Source: an optimization exercise on an open RTL-to-GDS flow (aim: small area and a short achievable clock period). Production flows keep margins and buffers that such runs may drop. At most, simulation tests tie the RTL to the original design; equivalence was not proved. No functional check of the RTL was part of runs 1 and 3. Power figures rest on the tool's default switching activity, not on a simulated workload.

<file path="design/flow/design.v">
package bbox_pkg;
    localparam int COORD_W = 24;
    localparam int RADIX = 10;
    localparam int MSAA_SHIFT = RADIX - 3;
    localparam int NUM_VERTS = 3;
    typedef logic signed [COORD_W-1:0] coord_t;
    typedef logic [3:0] msaa_t;
endpackage
module bbox_extent (
    input  logic [3*bbox_pkg::COORD_W-1:0] x,         
    output logic [2:0]                     min_sel,
    output logic [2:0]                     max_sel
);
    localparam int W = bbox_pkg::COORD_W;
    logic signed [W-1:0] x0, x1, x2;
    logic                l01, l02, l12;
    assign x0 = x[0*W +: W];
    assign x1 = x[1*W +: W];
    assign x2 = x[2*W +: W];
    assign l01 = x0 < x1;
    assign l02 = x0 < x2;
    assign l12 = x1 < x2;
    assign min_sel[0] = l01 & l02;
    assign min_sel[1] = ~min_sel[0] & l12;
    assign min_sel[2] = ~min_sel[0] & ~l12;
    assign max_sel[0] = ~l01 & ~l02;
    assign max_sel[1] = ~max_sel[0] & ~l12;
    assign max_sel[2] = ~max_sel[0] & l12;
endmodule
module bbox_snap (
    input  logic [3:0] msaa,
    output logic [2:0] keep     
);
    assign keep = 3'd0 - msaa[2:0];
endmodule
module bbox_clip (
    input  logic [3*bbox_pkg::COORD_W-1:0] x,         
    input  logic [2:0]                     min_sel,
    input  logic [2:0]                     max_sel,
    input  logic [2:0]                     keep,
    input  logic [bbox_pkg::COORD_W-2:0]   lim,       
    output logic [bbox_pkg::COORD_W-2:0]   hi,        
    output logic [2:0]                     lo_sel,    
    output logic                           on_screen
);
    localparam int W = bbox_pkg::COORD_W;
    logic signed [W-1:0] f   [3];
    logic        [2:0]   gt;
    logic                min_gt, max_gt, min_neg, max_neg;
    logic        [W-2:0] fmax;
    always_comb begin
        for (int v = 0; v < 3; v++) begin
            f[v]  = {x[v*W+10 +: W-10], x[v*W+7 +: 3] & keep, 7'b0};
            gt[v] = f[v] > $signed({1'b0, lim});
        end
    end
    assign min_gt  = |(min_sel & gt);
    assign max_gt  = |(max_sel & gt);
    assign min_neg = |(min_sel & {x[3*W-1], x[2*W-1], x[W-1]});
    assign max_neg = |(max_sel & {x[3*W-1], x[2*W-1], x[W-1]});
    always_comb begin
        fmax = '0;
        for (int v = 0; v < 3; v++) begin
            if (max_sel[v]) fmax = fmax | f[v][W-2:0];
        end
    end
    assign hi        = max_gt ? lim : fmax;
    assign lo_sel    = min_neg ? 3'b000 : min_sel;
    assign on_screen = ~min_gt & ~max_neg;
endmodule
module bbox_pipe #(
    parameter int DW = 1
) (
    input  logic          clk,
    input  logic          rst_n,
    input  logic          stall,
    input  logic          valid_d,
    input  logic [DW-1:0] data_d,
    output logic          valid_q,
    output logic [DW-1:0] data_q
);
    always_ff @(posedge clk) begin
        if (!rst_n) begin
            valid_q <= 1'b0;
        end else if (!stall) begin
            valid_q <= valid_d;
        end
    end
    always_ff @(posedge clk) begin
        if (!stall) begin
            data_q <= data_d;
        end
    end
endmodule
module bbox_top (
    input  logic          clk,
    input  logic          rst_n,
    input  logic [143:0]  tri_in,
    input  logic          tri_valid,
    input  logic          stall,
    input  logic [47:0]   screen,
    input  logic [3:0]    msaa,
    output logic [143:0]  tri_out,
    output logic [95:0]   box,
    output logic          box_valid
);
    localparam int W = bbox_pkg::COORD_W;
    logic [2:0]   keep_in;
    logic         v0;
    logic [143:0] t0;
    logic [45:0]  s0;
    logic [2:0]   k0;
    bbox_snap u_snap (
        .msaa (msaa),
        .keep (keep_in)
    );
    bbox_pipe #(.DW(144 + 46 + 3)) u_s0 (
        .clk     (clk),
        .rst_n   (rst_n),
        .stall   (stall),
        .valid_d (tri_valid & ~screen[W-1] & ~screen[2*W-1]),
        .data_d  ({tri_in, screen[W +: W-1], screen[0 +: W-1], keep_in}),
        .valid_q (v0),
        .data_q  ({t0, s0, k0})
    );
    logic [1:0]   on_screen;
    logic [45:0]  hi_d;
    logic [5:0]   lo_sel_d;
    for (genvar a = 0; a < 2; a++) begin : g_axis
        logic [3*W-1:0] x;
        logic [2:0]     min_sel, max_sel;
        assign x = {t0[(4+a)*W +: W], t0[(2+a)*W +: W], t0[a*W +: W]};
        bbox_extent u_extent (
            .x       (x),
            .min_sel (min_sel),
            .max_sel (max_sel)
        );
        bbox_clip u_clip (
            .x         (x),
            .min_sel   (min_sel),
            .max_sel   (max_sel),
            .keep      (k0),
            .lim       (s0[a*(W-1) +: W-1]),
            .hi        (hi_d[a*(W-1) +: W-1]),
            .lo_sel    (lo_sel_d[a*3 +: 3]),
            .on_screen (on_screen[a])
        );
    end
    localparam int DW = 144 + 46 + 6 + 3;
    logic          v1, v2;
    logic [DW-1:0] d1, d2;
    bbox_pipe #(.DW(DW)) u_s1 (
        .clk     (clk),
        .rst_n   (rst_n),
        .stall   (stall),
        .valid_d (v0 & (&on_screen)),
        .data_d  ({t0, hi_d, lo_sel_d, k0}),
        .valid_q (v1),
        .data_q  (d1)
    );
    bbox_pipe #(.DW(DW)) u_s2 (
        .clk     (clk),
        .rst_n   (rst_n),
        .stall   (stall),
        .valid_d (v1),
        .data_d  (d1),
        .valid_q (v2),
        .data_q  (d2)
    );
    logic [143:0] t2;
    logic [45:0]  hi2;
    logic [5:0]   ls2;
    logic [2:0]   k2;
    assign {t2, hi2, ls2, k2} = d2;
    assign tri_out   = t2;
    assign box_valid = v2;
    for (genvar a = 0; a < 2; a++) begin : g_out
        logic [W-1:0] lo;
        always_comb begin
            lo = '0;
            for (int v = 0; v < 3; v++) begin
                if (ls2[a*3 + v]) lo = lo | t2[(v*2+a)*W +: W];
            end
        end
        assign box[a*W +: W]     = {1'b0, lo[W-2:10], lo[9:7] & k2, 7'b0};
        assign box[(2+a)*W +: W] = {1'b0, hi2[a*(W-1) +: W-1]};
    end
endmodule
</file>
<file path="design/flow/run.sh">
#!/bin/bash
# synth_recipe.tcl (not shown) runs the flow's synth.tcl, then flattens the netlist and writes it again
# the make line also repeats each setting of config.mk as NAME=value (left out here)
make -C /OpenROAD-flow-scripts/flow DESIGN_CONFIG=/design/flow/config.mk WORK_HOME=/design/flow/orfs CLKGATE_MAP_FILE= SYNTH_SCRIPT=/design/flow/synth_recipe.tcl finish
</file>
<file path="design/flow/config.mk">
export PLATFORM = sky130hd
export DESIGN_NAME = bbox_top
export DESIGN_NICKNAME = bbox_top
export VERILOG_FILES = /design/flow/design.v
export SDC_FILE = /design/flow/constraint.sdc
export NUM_CORES = 4
export LEC_CHECK = 0
export CAP_MARGIN = 20
export CORE_MARGIN = 2
export CORE_UTILIZATION = 60
export CTS_BUF_LIST = sky130_fd_sc_hd__clkbuf_4 sky130_fd_sc_hd__clkbuf_8
export SLEW_MARGIN = 20
</file>
<file path="design/flow/constraint.sdc">
create_clock -name core_clock -period 7.5 [get_ports {clk}]
set_input_delay 1.5000 -clock core_clock [delete_from_list [all_inputs] [get_ports {clk}]]
set_output_delay 1.5000 -clock core_clock [all_outputs]
set_load 0.01 [all_outputs]
</file>
==> flow_summary.yaml, run 1 <==
timing:
  rsz0062_at_grt: "false"
  fin_tns_setup_ns: 0
  setup_slack_ns: 2.99
  fin_crit_sh_pct: 60.1
  skew_ns: 0.0372
  clock.fmax_ghz: 0.222
  fin_crit_ns: 4.51
  maxSlewHeadroom_pct: 27.5
  hold_violations: 0
  tightestPinTransition_ns: 1.09
  finalSetupViolCount: 0
  slew_violations: 0
routing:
  antenna_left: 0
  wirelength_microns: 60500
  drc: 0
  firstDrtPassIters: 6
  first_iter_violations: 1410
  wire_per_inst_microns: 21.6
  viasPerCell: 5.56
  num_vias: 15500
grt:
  grtUsageMet1_pct: 35.3
  grt_use_met2_pct: 40.2
  grt_overflow: 0
  grt_max_degree: 170
  antenna_found_initial: 8
  gr-max-usage-layer: "met2"
  first_global_vias: 15600
  grt_pass1_wl_microns: 89700
  grt_use_total_pct: 25.8
  grtUsageMet3_pct: 8.11
logic_synthesis:
  synth_top_cell_by_area: "edfxtp_1"
  synth_edf_count: 591
  yosysTopAreaCellShare_pct: 65.6
  netlist_instances: 1816
  synth_ff_type: "edfxtp_1"
  synthArstFlopShare_pct: 0
  ys_types: 69
  syn-cell-area_sq_um: 27000
  synthTopCellsByArea: "edfxtp_1 (66%), ha_1 (11%), buf_4 (5.9%), inv_1 (2.2%), mux2i_1 (2.1%)"
  synth_seq_area_share_pct: 65.8
  ys_ff_latch: 594
  synth.avg_cell_area_sq_um: 14.9
  yosys_warnings: 5
die:
  boundaryPins: 441
  core_area_sq_um: 44300
  fp.dieH_microns: 216
  core.rowCount: 77
  initial_utilization_pct: 61.0
  die_width_microns: 216
  die_area_sq_um: 46800
hold_path:
  holdPathEnd: "u_s2.data_q[51]"
  min_from: "u_s1.data_q[51]"
  hold_depth: 0
  min_path_type: "flop to flop"
cells_and_area:
  fin_nets: 2561
  final_cell_mix: "edfxtp_1 (591), clkdlybuf4s50_1 (421), ha_1 (235)"
  layout-drive-gt1-share_pct: 8.68
  area_growth_pct: 19.4
  final_common_cell: "edfxtp_1"
  final_cells: 2795
  post-route-cell-area_sq_um: 32300
clock_tree:
  cts-resized-gates: 0
  cts.path.max_buffers: 3
  numCtsBuffers: 93
  clk_latency_ns: 0.69
  cts_setup_buffers: 0
  cts.htree.levels: 3
  clk_pin_slew_ns: 0.07
  tritoncts: "yes"
  cts_hold_buffers: 0
  clock-root-buffer: "clkbuf_8"
  clock_sink_count: 594
critical_path:
  cp_max_fo: 35
  worstSetupStartpointType: "flop"
  r2r_setup_slack_ns: 2.99
  slowest_stage: "o21ai_4"
  critPathTopFamily: "compound AO/OA/AOI/OAI gates"
  rr_worst_depth: 10
  cpPeakStageDelay_ns: 0.85
  required_ns: 7.90
  worstPathCellList: "inv_1 -> ha_1 -> nand4_2 -> nor4_1 -> o21ai_1 -> a21oi_2 -> o22ai_4 -> mux2i_1 -> o21ai_4 -> mux2_2"
  timing.rr.end: "u_s1.data_q[31]"
  critPathArrivalTime_ns: 4.91
  r2r_start: "u_s0.data_q[168]"
  startpoint: "u_s0.data_q[168]"
  critPathKind: "flop to flop"
  cp-end-kind: "flop"
  crit_buf_inv: 1
place:
  placed_cells: 2623
  place_congestion: 0.919
  port_buffers: 421
  dp_hpwl_microns: 44000
  placed_cell_area_sq_um: 30500
  preCtsSetupSlack_ns: 3.08
power_and_ir_drop:
  totalPowerFinal_mw: 8.00
  leakagePower_nw: 12.8
  powerDensity_nw_per_um2: 248
  irDropWorstVdd_mv: 0.231
run:
  maxCapViolations: 0
run_status:
  status: "finished clean"
==> sequential cells by signal, indices dropped and copies added, names as in the netlist <==
signal,flops
u_s0.valid_q,1
u_s1.data_q,199
u_s2.data_q,199
u_s1.valid_q,1
u_s0.data_q,193
u_s2.valid_q,1
==> worst reg2reg max path, cell delays in order (launching register included) <==
cell,delay [ns]
edfxtp_1,0.54
inv_1,0.11
ha_1,0.42
nand4_2,0.19
nor4_1,0.66
o21ai_1,0.18
a21oi_2,0.28
o22ai_4,0.35
mux2i_1,0.24
o21ai_4,0.85
mux2_2,0.43
==> layer usage <==
layer  wire length, microns  vias to the layer above
met1                  25500                     7544
met5                     61                        -
li1                       -                     7246
met3                   5610                      108
met2                  27900                      631
met4                   1390                       10
==> kinds of logic after synthesis <==
| logic type | after synthesis | synth area share (%) |
|---|---|---|
| AND/OR/NAND/NOR | 248 | 4.89 |
| XOR/XNOR | 1 | 0.0324 |
| flip-flops | 594 | 65.8 |
| other | 1 | 0.0139 |
| buffers and inverters | 393 | 8.51 |
| multiplexers | 77 | 3.17 |
| AO/OA/AOI/OAI | 267 | 6.68 |
| adder cells (fa/ha/maj) | 235 | 10.9 |
==> synth_stat cells, drive strengths merged (3+ instances only) <==
cell and n:
buf 220, dfxtp 3, and2 24, and3 6, nand3 20, mux2 20
nor3 11, mux2i 57, nor4 5, o21ai 58, nor2 47, a211oi 20
o21bai 5, a21o 26, a222oi 32, edfxtp 591, nor2b 23, o211ai 9
or4 4, inv 161, a41oi 4, and4 5, clkbuf 12, a31oi 5
nand4 32, nand2b 3, a21oi 84, ha 235, nor4b 3, nand2 59
==> report_power, final <==
group,internal [mW],switching (mW),total [mW]
combinational,0.586,0.611,1.20
clock,1.39,1.23,2.62
sequential,4.00,0.182,4.19
==> through the flow <==
step / util [%] / hold slack (ns)
2_1_floorplan: - / 0.400
3_3_place_gp: 68.8 / 0.400
3_5_place_dp: 68.8 / 0.405
4_1_cts: 72.8 / 0.385
5_1_grt: 72.8 / 0.403
6_report: 72.9 / 0.396
==> layout make-up <==
type                       instances  area (sq um)
antenna                            3          7.51
clock buffer                     130          1570
sequential                       594         17800
fill                            2916         12000
tap                              592           741
multi-input combinational        846          7010
inverter                         161           608
timing repair buffer             430          4320
clock inverter                    39           224
==> how the worst max path moves through the flow <==
stage / cells after the start / end
final: 10 / u_s1.data_q[31]
after CTS: 10 / u_s1.data_q[31]
after floorplan: 1 / u_s0.data_q[0]
after global placement: 10 / u_s1.data_q[31]
after detailed placement: 10 / u_s1.data_q[31]
after global routing: 10 / u_s1.data_q[31]
==> run 2, diff against run 1 <==
--- a/design/flow/design.v
+++ b/design/flow/design.v
@@ -48,10 +48,12 @@
     logic        [2:0]   gt;
     logic                min_gt, max_gt, min_neg, max_neg;
     logic        [W-2:0] fmax;
+    logic signed [W-1:0] lim_s;
+    assign lim_s = {1'b0, lim};
     always_comb begin
         for (int v = 0; v < 3; v++) begin
             f[v]  = {x[v*W+10 +: W-10], x[v*W+7 +: 3] & keep, 7'b0};
-            gt[v] = f[v] > $signed({1'b0, lim});
+            gt[v] = f[v] > lim_s;
         end
     end
     assign min_gt  = |(min_sel & gt);
--- a/design/flow/config.mk
+++ b/design/flow/config.mk
@@ -7,6 +7,5 @@
 export LEC_CHECK = 0
 export CAP_MARGIN = 20
 export CORE_MARGIN = 2
-export CORE_UTILIZATION = 60
-export CTS_BUF_LIST = sky130_fd_sc_hd__clkbuf_4 sky130_fd_sc_hd__clkbuf_8
+export CORE_UTILIZATION = 40
 export SLEW_MARGIN = 20
==> flow_summary.yaml, run 2 <==
routing:
  wirelength_microns: 66300
  drc: 0
  wire_per_inst_microns: 21.9
  num_vias: 15200
  viasPerCell: 5.03
  first_iter_violations: 1277
  antenna_left: 0
  firstDrtPassIters: 5
place:
  place_congestion: 0.867
  port_buffers: 421
  dp_hpwl_microns: 49200
  placed_cells: 2904
  placed_cell_area_sq_um: 30800
grt:
  grt_max_degree: 186
  grt_pass1_wl_microns: 97300
  grt_overflow: 0
  grt_use_total_pct: 18.8
  first_global_vias: 15300
  antenna_found_initial: 13
clock_tree:
  cts.path.max_buffers: 3
  numCtsBuffers: 66
  cts_hold_buffers: 0
  clk_pin_slew_ns: 0.06
  clock_sink_count: 594
  clk_latency_ns: 0.60
  clock-root-buffer: "clkbuf_16"
  cts.htree.levels: 3
  tritoncts: "yes"
  cts_setup_buffers: 0
  cts-resized-gates: 0
logic_synthesis:
  synth_top_cell_by_area: "edfxtp_1"
  synth_edf_count: 591
  synth_most_common_cell: "edfxtp_1"
  synthTopCellsByArea: "edfxtp_1 (66%), ha_1 (11%), buf_4 (5.9%), inv_1 (2.2%), mux2i_1 (2.1%)"
  synth_common_cells: "edfxtp_1 (591), ha_1 (235), buf_4 (211)"
  ys_types: 69
  syn-cell-area_sq_um: 27000
  netlist_instances: 1816
  synth_seq_area_share_pct: 65.8
  ys_ff_latch: 594
  synth_ff_type: "edfxtp_1"
  synth.avg_cell_area_sq_um: 14.9
  yosys_warnings: 5
  synthArstFlopShare_pct: 0
  yosysTopAreaCellShare_pct: 65.6
die:
  core.rowCount: 95
  boundaryPins: 441
  core_area_sq_um: 67000
  die_width_microns: 264
  initial_utilization_pct: 40.3
  die_area_sq_um: 69700
  fp.dieH_microns: 264
timing:
  tightestPinTransition_ns: 1.10
  hold_violations: 0
  fin_crit_sh_pct: 60.5
  slew_violations: 0
  fin_crit_ns: 4.54
  rsz0062_at_grt: "false"
  fin_tns_setup_ns: 0
  whs_ns: 0.405
  finalSetupViolCount: 0
  maxSlewHeadroom_pct: 26.5
  skew_ns: 0.0205
  clock.fmax_ghz: 0.220
critical_path:
  critPathArrivalTime_ns: 4.87
  critical_path_depth: 10
  critPathKind: "flop to flop"
  worstPathCellList: "inv_1 -> ha_1 -> nand4_2 -> nor4_1 -> o21ai_1 -> a21oi_2 -> o22ai_4 -> mux2i_1 -> o21ai_4 -> mux2_2"
  cpPeakStageDelay_ns: 0.84
  cp_max_fo: 35
  rr_worst_depth: 10
  required_ns: 7.83
  worstSetupStartpointType: "flop"
  critPathTopFamily: "compound AO/OA/AOI/OAI gates"
  cp-end-kind: "flop"
  crit_buf_inv: 1
  slowest_stage: "o21ai_4"
power_and_ir_drop:
  totalPowerFinal_mw: 8.60
  powerDensity_nw_per_um2: 261
  leakagePower_nw: 12.9
  irDropWorstVdd_mv: 0.200
hold_path:
  hold_depth: 0
  min_path_type: "flop to flop"
cells_and_area:
  final_cells: 3026
  post-route-cell-area_sq_um: 33000
  final_common_cell: "edfxtp_1"
  layout-drive-gt1-share_pct: 6.47
  area_growth_pct: 22.0
  top_regs: "u_s1.data_q (199), u_s2.data_q (199), u_s0.data_q (193)"
  fin_nets: 2534
  final_cell_mix: "edfxtp_1 (591), clkdlybuf4s50_1 (421), ha_1 (235)"
run:
  maxCapViolations: 0
run_status:
  status: "finished clean"
[run 2: cell type report]
type | count | area [sq um]
fill | 5681 | 34000
sequential | 594 | 17800
multi-input combinational | 846 | 7010
timing repair buffer | 430 | 4320
clock buffer | 77 | 1710
tap | 873 | 1090
inverter | 161 | 608
clock inverter | 40 | 435
antenna | 5 | 12.5
[run 2: power breakdown]
part,internal (mW),switching (mW),leakage (nW)
logic,0.586,0.619,5.99
clock network,1.89,1.31,1.04
registers,4.00,0.192,5.84
[run 2: stage by stage]
step / util (%) / setup WS, ns
after global placement: 46.0 / 3.06
after detailed placement: 46.0 / 3.02
after global routing: 49.2 / 2.79
after floorplan: - / -3.17
after CTS: 49.2 / 2.97
final: 49.2 / 2.96
[run 2: worst paths after layout]
check                                      start              end  slack [ns]
worst max-delay path            u_s0.data_q[168]  u_s1.data_q[31]        2.96
worst min-delay path              u_s1.data_q[0]   u_s2.data_q[0]        0.40
worst max register to register  u_s0.data_q[168]  u_s1.data_q[31]        2.96
worst min register to register    u_s1.data_q[0]   u_s2.data_q[0]        0.40
[run 2: metal layers]
metal / routed length [microns] / vias to the layer above / share of wire [%] / global-route usage [%]
met1: 28800 / 7438 / 44 / 24.8
li1: - / 7198 / - / -
met3: 4560 / 104 / 6.9 / 4.86
met4: 1450 / 16 / 2.2 / 5.80
met2: 31300 / 473 / 47 / 30.5
met5: 101 / - / 0.15 / 0
[run 2: kinds of logic after synthesis]
kind of cell / count (synthesis) / synth area share (%)
flip-flops: 594 / 65.8
buffers and inverters: 393 / 8.51
AO/OA/AOI/OAI: 267 / 6.68
AND/OR/NAND/NOR: 248 / 4.89
adder cells (fa/ha/maj): 235 / 10.9
multiplexers: 77 / 3.17
other: 1 / 0.0139
XOR/XNOR: 1 / 0.0324
==> run 3, diff against run 2 <==
--- a/design/flow/design.v
+++ b/design/flow/design.v
@@ -5,6 +5,18 @@
     localparam int NUM_VERTS = 3;
     typedef logic signed [COORD_W-1:0] coord_t;
     typedef logic [3:0] msaa_t;
+    function automatic logic less24(input logic [23:0] a, input logic [23:0] b);
+        logic [23:0] lt, gt;
+        lt = ~a & b;
+        gt = a & ~b;
+        for (int step = 1; step < 24; step = step * 2) begin
+            for (int i = 0; i + step < 24; i = i + 2 * step) begin
+                lt[i] = lt[i+step] | (~gt[i+step] & lt[i]);
+                gt[i] = gt[i+step] | (~lt[i+step] & gt[i]);
+            end
+        end
+        less24 = lt[0];
+    endfunction
 endpackage
 module bbox_extent (
     input  logic [3*bbox_pkg::COORD_W-1:0] x,         
@@ -12,14 +24,14 @@
     output logic [2:0]                     max_sel
 );
     localparam int W = bbox_pkg::COORD_W;
-    logic signed [W-1:0] x0, x1, x2;
-    logic                l01, l02, l12;
-    assign x0 = x[0*W +: W];
-    assign x1 = x[1*W +: W];
-    assign x2 = x[2*W +: W];
-    assign l01 = x0 < x1;
-    assign l02 = x0 < x2;
-    assign l12 = x1 < x2;
+    logic [W-1:0] x0, x1, x2;
+    logic         l01, l02, l12;
+    assign x0 = x[0*W +: W] ^ {1'b1, {(W-1){1'b0}}};
+    assign x1 = x[1*W +: W] ^ {1'b1, {(W-1){1'b0}}};
+    assign x2 = x[2*W +: W] ^ {1'b1, {(W-1){1'b0}}};
+    assign l01 = bbox_pkg::less24(x0, x1);
+    assign l02 = bbox_pkg::less24(x0, x2);
+    assign l12 = bbox_pkg::less24(x1, x2);
     assign min_sel[0] = l01 & l02;
     assign min_sel[1] = ~min_sel[0] & l12;
     assign min_sel[2] = ~min_sel[0] & ~l12;
@@ -48,12 +60,10 @@
     logic        [2:0]   gt;
     logic                min_gt, max_gt, min_neg, max_neg;
     logic        [W-2:0] fmax;
-    logic signed [W-1:0] lim_s;
-    assign lim_s = {1'b0, lim};
     always_comb begin
         for (int v = 0; v < 3; v++) begin
             f[v]  = {x[v*W+10 +: W-10], x[v*W+7 +: 3] & keep, 7'b0};
-            gt[v] = f[v] > lim_s;
+            gt[v] = ~x[v*W+W-1] & bbox_pkg::less24({8'b0, lim[W-2:7]}, {8'b0, f[v][W-2:7]});
         end
     end
     assign min_gt  = |(min_sel & gt);
==> design/flow/flow/run.sh (new file) <==
#!/bin/bash
cp standard.sh standard_sh.txt
export BUFFER_PORTS_ARGS="-buffer_cell sky130_fd_sc_hd__buf_1"
export CTS_ARGS="-sink_clustering_enable -repair_clock_nets -dont_use_dummy_load -buf_list {sky130_fd_sc_hd__clkbuf_4 sky130_fd_sc_hd__clkbuf_8 sky130_fd_sc_hd__clkbuf_16}"
bash standard.sh > standard.log 2>&1
==> design/flow/standard.sh (new file) <==
#!/bin/bash
# synth_recipe.tcl (not shown) runs the flow's synth.tcl, then flattens the netlist and writes it again
# the make line also repeats each setting of config.mk as NAME=value (left out here)
make -C /OpenROAD-flow-scripts/flow DESIGN_CONFIG=/design/flow/config.mk WORK_HOME=/design/flow/orfs CLKGATE_MAP_FILE= SYNTH_SCRIPT=/design/flow/synth_recipe.tcl "${@:-finish}"
--- a/design/flow/config.mk
+++ b/design/flow/config.mk
@@ -5,6 +5,7 @@
 export SDC_FILE = /design/flow/constraint.sdc
 export NUM_CORES = 4
 export LEC_CHECK = 0
+export ABC_CLOCK_PERIOD_IN_PS = 2500
 export CAP_MARGIN = 20
 export CORE_MARGIN = 2
 export CORE_UTILIZATION = 40
removed: design/flow/run.sh
==> flow_summary.yaml, run 3 <==
routing:
  firstDrtPassIters: 6
  antenna_left: 0
  wl_met1_microns: 24300
  wire_per_inst_microns: 21.1
  wirelength_microns: 61400
  top_layer: "met5"
  num_vias: 15300
  viasPerCell: 5.25
  drc: 0
  first_iter_violations: 1242
  dr_wl_met2_microns: 31300
  dr_wl_met3_microns: 4100
cells_and_area:
  multi_input_area_sq_um: 5820
  fin_nets: 2262
  nFillCells: 5769
  final_common_cell: "edfxtp_1"
  final_cell_mix: "edfxtp_1 (591), buf_1 (421), inv_1 (138)"
  area_growth_pct: 10.1
  top_regs: "u_s1.data_q (199), u_s2.data_q (199), u_s0.data_q (193)"
  layout-drive-gt1-share_pct: 5.93
  seq_area_sq_um: 17800
  post-route-cell-area_sq_um: 28400
run_status:
  status: "finished clean"
logic_synthesis:
  yosys_warnings: 6
  synth_ff_type: "edfxtp_1"
  netlist_instances: 1800
  synth_most_common_cell: "edfxtp_1"
  synth_edf_count: 591
  yosysTopAreaCellShare_pct: 68.7
  synth_seq_area_share_pct: 69.0
  synth_top_cell_by_area: "edfxtp_1"
  synth_common_cells: "edfxtp_1 (591), buf_4 (209), inv_1 (139)"
  ys_ff_latch: 594
  synthTopCellsByArea: "edfxtp_1 (69%), buf_4 (6.1%), maj3_1 (3.7%), inv_1 (2.0%), a21oi_1 (1.6%)"
  syn-cell-area_sq_um: 25800
  synth.avg_cell_area_sq_um: 14.3
  synthArstFlopShare_pct: 0
  ys_types: 77
die:
  die_width_microns: 258
  core_area_sq_um: 64100
  fp.dieH_microns: 258
  core.rowCount: 93
  boundaryPins: 441
  initial_utilization_pct: 40.3
  die_area_sq_um: 66600
clock_tree:
  clock-root-buffer: "clkbuf_16"
  cts_setup_buffers: 0
  clk_pin_slew_ns: 0.06
  clk_latency_ns: 0.60
  cts-resized-gates: 0
  cts_hold_buffers: 0
  clock_sink_count: 594
  numCtsBuffers: 60
  tritoncts: "yes"
  cts.path.max_buffers: 3
  cts.htree.levels: 2
place:
  dp_hpwl_microns: 43200
  port_buffers: 421
  placed_cell_area_sq_um: 26900
  place_congestion: 0.895
  preCtsSetupSlack_ns: 2.97
timing:
  whs_ns: 0.399
  tightestPinTransition_ns: 1.17
  slew_violations: 0
  rsz0062_at_grt: "false"
  skew_ns: 0.0278
  maxSlewHeadroom_pct: 21.7
  fin_crit_ns: 4.23
  fin_tns_setup_ns: 0
  fin_crit_sh_pct: 56.4
  clock.fmax_ghz: 0.236
  setup_slack_ns: 3.27
  finalSetupViolCount: 0
  hold_violations: 0
grt:
  first_global_vias: 15000
  grt_overflow: 0
  grt_use_total_pct: 17.8
  grt_pass1_wl_microns: 90500
  antenna_found_initial: 4
  grt_max_degree: 181
critical_path:
  critPathKind: "flop to flop"
  critPathArrivalTime_ns: 4.57
  cp_max_fo: 33
  worstSetupStartpointType: "flop"
  required_ns: 7.84
  cp-end-kind: "flop"
run:
  maxCapViolations: 0
power_and_ir_drop:
  irDropWorstVdd_mv: 0.162
  powerDensity_nw_per_um2: 274
  leakagePower_nw: 9.77
  totalPowerFinal_mw: 7.78
hold_path:
  min_path_type: "flop to flop"
==> run 3: worst paths after layout <==
kind                      to  slack [ns]             from  cells past startpoint
max reg2reg  u_s1.data_q[51]        3.27  u_s0.data_q[89]                     12
min          u_s2.data_q[54]        0.40  u_s1.data_q[54]                      0
min reg2reg  u_s2.data_q[54]        0.40  u_s1.data_q[54]                      0
max          u_s1.data_q[51]        3.27  u_s0.data_q[89]                     12
==> run 3: cell families (layout without fill, tap and decap cells) <==
kind of cell | count (synthesis) | after routing | synth area share, %
adder cells (fa/ha/maj) | 119 | 119 | 4.73
XOR/XNOR | 1 | 1 | 0.0339
flip-flops | 594 | 594 | 69.0
other | 1 | 19 | 0.0145
AND/OR/NAND/NOR | 299 | 299 | 5.99
multiplexers | 44 | 44 | 1.84
buffers and inverters | 389 | 631 | 8.78
AO/OA/AOI/OAI | 353 | 353 | 9.64
==> run 3: critical path, cell delays in order, from the launching register on <==
cell and delay [ns]:
edfxtp_1 0.50, nor2b_1 0.19, maj3_1 0.37, maj3_2 0.32, maj3_2 0.34, a211oi_1 0.40
o41ai_2 0.21, nand2_1 0.09, buf_4 0.40, a21oi_1 0.13, a21oi_4 0.46, buf_16 0.24
mux2_4 0.31
==> run 3: cell type report <==
cell class	instances	share of cell area (%)
Sequential cell	594	62.6
Multi-Input combinational cell	834	20.5
Timing Repair Buffer	431	5.98
Clock buffer	60	5.28
Tap cell	855	3.76
Inverter	140	1.86
Antenna cell	1	0.00880
==> run 3: stage by stage <==
stage | cells | util, %
5_1_grt | 2915 | 44.3
3_5_place_dp | 2853 | 42.0
4_1_cts | 2913 | 44.3
2_1_floorplan | 1817 | -
3_3_place_gp | 2853 | 42.0
6_report | 2915 | 44.3
==> run 3: metal layers <==
metal	global-route usage (%)	vias to the layer above
li1	-	7043
met1	22.0	7530
met2	31.2	616
met3	3.83	114
met4	5.62	6
met5	0	-
==> run 3: where the power goes <==
part	total [mW]	internal [mW]	switching, mW
Sequential	4.28	4.03	0.245
Clock	2.49	1.39	1.10
Combinational	1.01	0.401	0.611

[port drivers added, routing unchanged]
Ports are ideal in the flow. The routed layouts listed here were re-timed in OpenROAD.
Step 1 sets driving cells, clkbuf_16 on the clock port and buf_2 on the other inputs (assumed; they add their load-dependent delay and slew).
Step 2 moves the port delays by t, midway between the first and last clock arrival at a register: inputs arrive t later, outputs are due t later. That takes back most of the time a late clock gives input paths.
a / b / c = ideal / step 1 / step 2; a / b = the first two.
| run | t, ns | slack for setup (ns) | worst setup path at the end | latest minus earliest clock arrival (ns) | cell pins on the clock port's net |
|---|---|---|---|---|---|
| run 1 | 0.724 | 2.994 / 2.994 / 2.994 | register to register | 0.037 / 0.037 | 1 |
| run 2 | 0.647 | 2.965 / 2.965 / 2.965 | register to register | 0.025 / 0.025 | 1 |
| run 3 | 0.645 | 3.271 / 3.271 / 3.271 | register to register | 0.030 / 0.030 | 1 |
After both steps setup and hold are still met in every run listed.
